Context: an optimization exercise on an open-source flow, tuned for small area, a short achievable clock period and few clock cycles. The choices shown serve that exercise and are no tape-out recipe.
In this exercise RTL edits were held to simulation tests only and were not proved equivalent to the original.
Power and IR drop assume default switching activity.

File: flow/run.sh
#!/bin/bash
# synth_recipe.tcl (not shown) runs the flow's synth.tcl, then flattens the netlist and writes it again
# the make line also repeats each setting of config.mk as NAME=value (left out here)
make -C /OpenROAD-flow-scripts/flow DESIGN_CONFIG=/design/flow/config.mk WORK_HOME=/design/flow/orfs CLKGATE_MAP_FILE= SYNTH_SCRIPT=/design/flow/synth_recipe.tcl finish
File: flow/config.mk
export PLATFORM = sky130hd
export DESIGN_NAME = linebuf_pad_top
export DESIGN_NICKNAME = linebuf_pad_top
export VERILOG_FILES = /design/flow/design.v
export SDC_FILE = /design/flow/constraint.sdc
export NUM_CORES = 4
export LEC_CHECK = 0
export CAP_MARGIN = 20
export CORE_MARGIN = 2
export CORE_UTILIZATION = 40
export SLEW_MARGIN = 20
File: flow/constraint.sdc
create_clock -name core_clock -period 6.0 [get_ports {clk}]
set_input_delay 1.2000 -clock core_clock [delete_from_list [all_inputs] [get_ports {clk}]]
set_output_delay 1.2000 -clock core_clock [all_outputs]
set_load 0.01 [all_outputs]
File: flow/design.v
module pipe_delay #(
  parameter int WIDTH = 1,
  parameter int DEPTH = 1
) (
  input  logic             clk,
  input  logic             xrst,
  input  logic [WIDTH-1:0] din,
  output logic [WIDTH-1:0] dout
);
  logic [WIDTH-1:0] stage [DEPTH];
  always_ff @(posedge clk) begin
    if (!xrst) begin
      for (int i = 0; i < DEPTH; i++) begin
        stage[i] <= '0;
      end
    end else begin
      stage[0] <= din;
      for (int i = 1; i < DEPTH; i++) begin
        stage[i] <= stage[i-1];
      end
    end
  end
  assign dout = stage[DEPTH-1];
endmodule
module line_mem (
  input  logic          clk,
  input  logic          xrst,
  input  logic          we,
  input  logic [4:0]    addr,      
  input  logic [2:0]    wsel,
  input  logic [2:0]    rsel,      
  input  logic [2:0]    row_en_in,
  input  logic [15:0]   pixel,
  output logic [47:0]   col,       
  output logic [2:0]    row_en
);
  localparam int MAX_FIL    = 3;
  localparam int MAX_IMG    = 32;
  localparam int BUF_LINE   = MAX_FIL + 1;
  localparam int CTRL_DELAY = 1;    
  logic [15:0] bank [BUF_LINE*MAX_IMG];    
  function automatic logic [1:0] bank_of(input logic [2:0] sel, input integer k);
    integer s;
    s = sel;
    s = (s - 1 + k) % BUF_LINE;
    if (s < 0)
      s = s + BUF_LINE;
    bank_of = s[1:0];
  endfunction
  always_ff @(posedge clk) begin
    if (we && wsel != '0) begin
      bank[{bank_of(wsel, 0), addr}] <= pixel;
    end
  end
  always_ff @(posedge clk) begin
    for (int k = 0; k < MAX_FIL; k++) begin
      col[k*16 +: 16] <= bank[{bank_of(rsel, k), addr}];
    end
  end
  pipe_delay #(
    .WIDTH (MAX_FIL),
    .DEPTH (CTRL_DELAY)
  ) row_dly (
    .clk  (clk),
    .xrst (xrst),
    .din  (row_en_in),
    .dout (row_en)
  );
endmodule
module window_shift (
  input  logic          clk,
  input  logic          xrst,
  input  logic [47:0]   col,        
  input  logic [2:0]    row_en,
  input  logic [2:0]    mark_in,    
  output logic [143:0]  win,        
  output logic [2:0]    mark
);
  localparam int MAX_FIL = 3;
  logic [47:0] col_m;
  always_comb begin
    for (int k = 0; k < MAX_FIL; k++) begin
      col_m[k*16 +: 16] = row_en[k] ? col[k*16 +: 16] : 16'd0;
    end
  end
  always_ff @(posedge clk) begin
    for (int k = 0; k < MAX_FIL; k++) begin
      for (int m = 0; m < MAX_FIL - 1; m++) begin
        win[(k*MAX_FIL+m)*16 +: 16] <= win[(k*MAX_FIL+m+1)*16 +: 16];    
      end
      win[(k*MAX_FIL+MAX_FIL-1)*16 +: 16] <= col_m[k*16 +: 16];
    end
  end
  always_ff @(posedge clk) begin
    if (!xrst) begin
      mark <= '0;
    end else begin
      mark <= mark_in;    
    end
  end
endmodule
module linebuf_ctrl (
  input  logic        clk,
  input  logic        xrst,
  input  logic [5:0]  img_size,
  input  logic [5:0]  fil_size,
  input  logic [5:0]  pad_size,
  input  logic        req,
  output logic        ack,
  output logic        ready,
  output logic        mem_we,
  output logic [4:0]  mem_addr,
  output logic [2:0]  mem_wsel,
  output logic [2:0]  mem_rsel,
  output logic [2:0]  mem_row_en,
  output logic [2:0]  mark         
);
  localparam int MAX_FIL  = 3;
  localparam int BUF_LINE = MAX_FIL + 1;
  localparam int LINE_W   = 3;
  localparam logic [1:0] S_WAIT   = 2'd0;
  localparam logic [1:0] S_CHARGE = 2'd1;
  localparam logic [1:0] S_ACTIVE = 2'd2;
  logic [1:0]        state;
  logic [5:0]        cfg_img;
  logic [5:0]        cfg_fil;
  logic [5:0]        cfg_pad;
  logic [2:0]        ack_sr;
  logic              take;
  logic [5:0]        col_cnt;
  logic [5:0]        row_cnt;
  logic [LINE_W-1:0] bank_cnt;    
  logic [5:0]        offs;
  logic [5:0]        lag;
  logic [5:0]        width;
  logic              col_last;
  logic              charge_end;
  logic              active_end;
  logic              done;
  logic              real_col;
  logic [2:0]        row_mask;
  logic [5:0]        addr_next;
  function automatic logic [LINE_W-1:0] read_sel(input logic [LINE_W-1:0] bank,
                                                 input logic [5:0] back);
    integer s;
    integer b;
    s = bank;
    b = back;
    s = (s - b) % BUF_LINE;
    if (s < 0)
      s = s + BUF_LINE;
    s = s + 1;
    read_sel = s[LINE_W-1:0];
  endfunction
  function automatic logic [5:0] centre_offs(input logic [5:0] fil);
    integer o;
    o = fil;
    o = (MAX_FIL - o) / 2;
    centre_offs = o[5:0];
  endfunction
  assign offs  = centre_offs(cfg_fil);
  assign lag   = 6'd2 - offs;    
  assign width = cfg_img + (cfg_pad << 1) + 6'd3 - cfg_fil - offs;
  assign col_last   = col_cnt == width - 1'b1;
  assign charge_end = state == S_CHARGE && row_cnt == cfg_fil - cfg_pad - 1'b1 && col_last;
  assign active_end = state == S_ACTIVE && row_cnt == cfg_img + cfg_pad && col_last;
  assign take = state == S_WAIT && req && ack;
  assign ack  = state == S_WAIT && ack_sr[2];
  always_ff @(posedge clk) begin
    if (!xrst) begin
      state <= S_WAIT;
    end else begin
      case (state)
        S_WAIT:   if (take) state <= S_CHARGE;
        S_CHARGE: if (charge_end) state <= S_ACTIVE;
        S_ACTIVE: if (active_end) state <= S_WAIT;
        default:  state <= S_WAIT;
      endcase
    end
  end
  always_ff @(posedge clk) begin
    if (!xrst) begin
      cfg_img <= '0;
      cfg_fil <= '0;
      cfg_pad <= '0;
    end else if (take) begin
      cfg_img <= img_size;
      cfg_fil <= fil_size;
      cfg_pad <= pad_size;
    end
  end
  always_ff @(posedge clk) begin
    if (!xrst) begin
      ack_sr <= '0;
    end else begin
      ack_sr <= {ack_sr[1:0], state == S_WAIT};    
    end
  end
  always_ff @(posedge clk) begin
    if (!xrst) begin
      col_cnt  <= '0;
      row_cnt  <= '0;
      bank_cnt <= '0;
    end else if (state == S_WAIT || active_end) begin
      col_cnt  <= '0;
      row_cnt  <= '0;
      bank_cnt <= '0;
    end else if (col_last) begin
      col_cnt  <= '0;
      row_cnt  <= row_cnt + 1'b1;
      bank_cnt <= (bank_cnt == 3'd3) ? '0 : bank_cnt + 1'b1;
    end else begin
      col_cnt <= col_cnt + 1'b1;
    end
  end
  assign addr_next = col_cnt - cfg_pad;
  assign real_col = col_cnt >= cfg_pad && col_cnt < cfg_img + cfg_pad;
  assign ready    = state != S_WAIT && row_cnt < cfg_img && real_col;
  always_comb begin
    for (int k = 0; k < MAX_FIL; k++) begin
      row_mask[k] = real_col
                 && k[5:0] >= offs
                 && k[5:0] < offs + cfg_fil
                 && row_cnt + k[5:0] >= cfg_fil + offs
                 && row_cnt + k[5:0] < cfg_img + cfg_fil + offs;
    end
  end
  always_ff @(posedge clk) begin
    if (!xrst) begin
      mem_we     <= '0;
      mem_addr   <= '0;
      mem_wsel   <= '0;
      mem_rsel   <= '0;
      mem_row_en <= '0;
    end else if (state == S_WAIT) begin
      mem_we     <= '0;
      mem_addr   <= '0;
      mem_wsel   <= '0;
      mem_rsel   <= '0;
      mem_row_en <= '0;
    end else begin
      mem_we     <= ready;    
      mem_addr   <= addr_next[4:0];
      mem_wsel   <= bank_cnt + 1'b1;
      mem_rsel   <= read_sel(bank_cnt, cfg_fil + offs);
      mem_row_en <= row_mask;
    end
  end
  always_ff @(posedge clk) begin
    if (!xrst) begin
      done <= 1'b0;
      mark <= '0;
    end else begin
      done    <= active_end;
      mark[2] <= state == S_ACTIVE && row_cnt == cfg_fil - cfg_pad && col_cnt == lag;
      mark[1] <= state == S_ACTIVE && col_cnt >= lag;
      mark[0] <= done;    
    end
  end
endmodule
module linebuf_pad_top (
  input  logic          clk,
  input  logic          xrst,
  input  logic [5:0]    img_size,
  input  logic [5:0]    fil_size,
  input  logic [5:0]    pad_size,
  input  logic          req,
  input  logic [15:0]   pixel,
  output logic          ack,
  output logic          ready,
  output logic [143:0]  win,      
  output logic          start,
  output logic          valid,
  output logic          stop
);
  localparam int MAX_FIL    = 3;
  localparam int CTRL_DELAY = 1;    
  logic        mem_we;
  logic [4:0]  mem_addr;
  logic [2:0]  mem_wsel;
  logic [2:0]  mem_rsel;
  logic [2:0]  mem_row_en;
  logic [2:0]  ctrl_mark;    
  logic [2:0]  line_mark;    
  logic [2:0]  win_mark;
  logic [47:0] col;
  logic [2:0]  row_en;
  linebuf_ctrl ctrl_unit (
    .clk        (clk),
    .xrst       (xrst),
    .img_size   (img_size),
    .fil_size   (fil_size),
    .pad_size   (pad_size),
    .req        (req),
    .ack        (ack),
    .ready      (ready),
    .mem_we     (mem_we),
    .mem_addr   (mem_addr),
    .mem_wsel   (mem_wsel),
    .mem_rsel   (mem_rsel),
    .mem_row_en (mem_row_en),
    .mark       (ctrl_mark)
  );
  pipe_delay #(
    .WIDTH (3),
    .DEPTH (CTRL_DELAY)
  ) mark_dly (
    .clk  (clk),
    .xrst (xrst),
    .din  (ctrl_mark),
    .dout (line_mark)
  );
  line_mem line_buf (
    .clk       (clk),
    .xrst      (xrst),
    .we        (mem_we),
    .addr      (mem_addr),
    .wsel      (mem_wsel),
    .rsel      (mem_rsel),
    .row_en_in (mem_row_en),
    .pixel     (pixel),
    .col       (col),
    .row_en    (row_en)
  );
  window_shift win_shift (
    .clk     (clk),
    .xrst    (xrst),
    .col     (col),
    .row_en  (row_en),
    .mark_in (line_mark),
    .win     (win),
    .mark    (win_mark)
  );
  assign start = win_mark[2];
  assign valid = win_mark[1];
  assign stop  = win_mark[0];
endmodule
==> results.txt <==
[power by group through the flow]
stage          Combinational [mW]  Sequential (mW)  Clock [mW]
2_1_floorplan               0.284             17.8           0
3_3_place_gp                0.682             17.8           0
3_5_place_dp                0.699             17.8           0
4_1_cts                     0.701             17.5        14.2
5_1_grt                     0.758             17.5        14.9
6_report                    0.708             17.5        14.1
[cell usage after synthesis (23+ instances only)]
library cell	number	area (sq um)
edfxtp_1	2048	61500
nor2_1	391	1470
mux2i_1	272	2720
a221oi_1	266	2330
dfxtp_1	257	5140
nand2_1	235	882
a21oi_1	232	1160
o21ai_0	190	951
mux4_2	144	3240
clkbuf_1	136	510
mux2_2	131	1480
buf_2	124	621
ha_1	98	1230
a22oi_1	86	646
and2_1	71	444
inv_1	61	229
o221ai_1	57	499
xnor2_1	51	447
buf_4	46	345
nand3_1	35	175
o22ai_1	34	213
a22o_1	31	272
buf_1	31	116
a221o_1	27	270
nor3_1	27	135
a31oi_1	26	163
xor2_1	26	228
a211oi_1	23	173
[layout make-up]
class | instances | area (sq um)
Fill cell | 19207 | 120000
Clock inverter | 142 | 1390
Timing Repair Buffer | 486 | 4380
Inverter | 63 | 250
Multi-Input combinational cell | 2729 | 21700
Clock buffer | 276 | 5990
Sequential cell | 2305 | 66700
Tap cell | 2992 | 3740
Antenna cell | 8 | 20.0
[how the worst max path moves through the flow]
stage / startpoint / endpoint / slack [ps] / cells past startpoint
after floorplan: ctrl_unit.cfg_fil[2] / ctrl_unit.row_cnt[3] / 730 / 22
after global placement: ctrl_unit.cfg_fil[3] / ctrl_unit.state[1] / 370 / 22
after detailed placement: ctrl_unit.cfg_fil[3] / ctrl_unit.state[1] / 390 / 22
after CTS: ctrl_unit.cfg_pad[0] / ready / 180 / 11
after global routing: ctrl_unit.cfg_pad[1] / ready / 20 / 10
final: ctrl_unit.cfg_pad[0] / ready / 260 / 11
[layout by cell type (no fill, tap or decap), types with 51 or more instances in the layout]
cell                n
a21oi_1           232
clkinv_1           51
clkbuf_16         230
mux2i_1           272
o21ai_0           189
edfxtp_1         2048
nand2_1           235
ha_1               98
nor2_1            377
a221oi_1          266
mux4_2            144
a22oi_1            86
buf_4             294
mux2_2            131
o221ai_1           57
dfxtp_1           250
xnor2_1            51
and2_1             68
clkdlybuf4s50_1   169
inv_1              57
[kinds of logic (layout without fill, tap and decap cells)]
| logic type | Yosys count | count (layout) | share of synthesized area |
|---|---|---|---|
| flip-flops | 2305 | 2305 | 0.740 |
| buffers and inverters | 406 | 967 | 0.0210 |
| AO/OA/AOI/OAI | 1148 | 1148 | 0.0907 |
| adder cells (fa/ha/maj) | 113 | 113 | 0.0169 |
| AND/OR/NAND/NOR | 843 | 843 | 0.0410 |
| multiplexers | 547 | 547 | 0.0826 |
| other | 0 | 8 | 0 |
| XOR/XNOR | 78 | 78 | 0.00774 |
[layer usage]
| layer | GRT usage | up-vias | part of all wire |
|---|---|---|---|
| li1 | - | 22358 | - |
| met3 | 0.0532 | 498 | 0.10 |
| met4 | 0.0799 | 12 | 0.034 |
| met2 | 0.392 | 3146 | 0.47 |
| met1 | 0.335 | 27958 | 0.39 |
| met5 | 0 | - | 0.00024 |
[flip-flops by register name, indices dropped and copies added, names as in the netlist, 3 cells and up]
| register | cells |
|---|---|
| ctrl_unit.ack_sr | 3 |
| ctrl_unit.bank_cnt | 3 |
| ctrl_unit.cfg_fil | 6 |
| ctrl_unit.cfg_img | 6 |
| ctrl_unit.cfg_pad | 6 |
| ctrl_unit.col_cnt | 6 |
| ctrl_unit.mark | 3 |
| ctrl_unit.mem_addr | 5 |
| ctrl_unit.mem_row_en | 3 |
| ctrl_unit.mem_wsel | 3 |
| ctrl_unit.row_cnt | 6 |
| line_buf.bank | 2048 |
| line_buf.col | 48 |
| line_buf.row_dly.stage | 3 |
| mark_dly.stage | 3 |
| win_shift.mark | 3 |
| win_shift.win | 144 |
[worst max-delay path, delay by kind of cell (launching register included)]
family	cells	cell delay, ps
buffers and inverters	2	680
adders and majority gates	3	1040
DFF	1	370
AOI/OAI and AO/OA	6	1590
[what timing repair did]
action / in CTS / in global routing
endpoints found under the hold margin: 0 / 0
setup buffers: 0 / 0
resized for setup: 2 / 0
endpoints found under the setup margin: 1 / 0
==> metrics.csv <==
metric;value;unit
CTS tree;done;
Power Dens Cells;310;mW/mm^2
Hold Slack;349;ps
CP max-delay cell;clkdlybuf4s50_1;
CP startpoint kind;flip-flop;
CP Cell Sequence;ha_1 -> fa_1 -> inv_1 -> ha_1 -> a21o_1 -> a21o_1 -> a21o_1 -> a21o_1 -> a221o_1 -> a2111oi_2 -> clkdlybuf4s50_1;
Int Pwr;25.6;mW
Comb pwr share;0.022;
share of layout cells above drive strength 1;0.164;
worst skew pair latency;880;ps
root buffer cell;clkbuf_16;
DP Worst Slack;392;ps
Psw;6.71;mW
post-synthesis cell count;5440;
Final WS setup;263;ps
Max Clock Skew;75.3;ps
Starting Density;0.402;
Netlist cell types;87;
Hold EP;win_shift.win[12];
Layout Cells excl Fill;9001;
wire per inst;31.9;microns
row count;174;
dpl cell area;0.0966;sq mm
Clock power frac;0.437;
antenna-violating nets left;0;
design area;0.104;sq mm
slack of the worst reg-to-reg path;370;ps
final WL;287;mm
LEAKAGE;33.0;nW
worst slew pin tran;1130;ps
Via density;6.00;
chip height;478;microns
unrepaired setup endpoints after global routing;false;
Post-CTS Hold Buffers;0;
syn nets;5590;
vias in the first global route;52239;
clock-pin transition on the worst setup and hold timing paths;60;ps
fin crit share;0.956;
Avg Inst Size Synth;16.6;sq um
Num CTS Buffers;223;
GRT Overall Usage;0.246;
critical path type;flip-flop to output pin;
die width;478;microns
worst hold path cell count;0;
first-pass GRT wire length;404;mm
WP data arrival;4540;ps
FF-to-FF End;ctrl_unit.state[1];
IO buf count;185;
DRC viols;0;
initial drt markers;6859;
Setup TNS Final;0;ps
Placer Congestion;0.922;
status;finished clean;
CTS sink count;2305;
die area;0.229;sq mm
via count;53972;
hold wc startpoint;win_shift.win[28];
# Max-Cap Violations;0;
number of flops mapped to enable cells by yosys;2048;
Top FF cell, synth;edfxtp_1;
Critical Path End Type;output pin;
first drt pass iteration count;8;
type of the most critical hold path;flip-flop to flip-flop;
CTS HTree Levels;4;
Largest stage delay, worst path;630;ps
Core Box Area;0.224;sq mm
R2R Path Start;ctrl_unit.cfg_fil[3];
io pins;186;
Final Util;0.464;
synthesized cell area;0.0901;sq mm
Synth Register Bits;2305;
Sw Share;0.208;
crit path time final;5740;ps
worst reg-to-reg path cell count;22;
Slew Viols, Final;0;
CTS max path bufs;3;
CP max FO;5;
Async S/R FF share, synth;0;
Hold Fails Final Rpt;0;
antenna violations before repair;15;
most used cell, CP;a21o_1;
Rel. slew slack;0.241;
Final setup violation count;0;
Tot Pwr;32.3;mW
Fmax;0.174;GHz
Synth Warn #;5;
nets;5958;
post-synthesis sequential area ratio;0.740;
area grow syn2layout;15.6;%
DP Cell Count;8572;
worst vdd ir;0.312;mV
post-DP HPWL;172;mm
Seq pwr share;0.541;
total gr overflow;0;
largest net degree at the start of global routing;103;
CP required;4800;ps
Testbench counts, summed over its fixed seeds: cycles 25,353.

afterwards: timing with drivers on the ports:
Ports are ideal in the flow. The routed layout listed here was re-timed in OpenROAD.
Step 1 assumes that a clkbuf_16 drives the clock port and a buf_2 every other input.
Step 2 adds t to the input delays and takes it off the output delays; t is the mean of the earliest and latest rising clock arrival at the registers after step 1. Input paths then give back, and output paths get back, about the clock's delay inside the block.
Three values: ideal, step 1, step 2; two values: the first two.
shift t [ns]: 0.930
setup slack, ns: 0.263 / 0.181 / 0.369
worst hold slack (ns): 0.349 / 0.349 / 0.349
worst setup path at the end: register to register
worst data-port slew with drivers (ns): 0.11
After both steps setup and hold are still met in this run. The setup slack of this run moves by -0.082 ns with the drivers and by +0.106 ns with both steps.
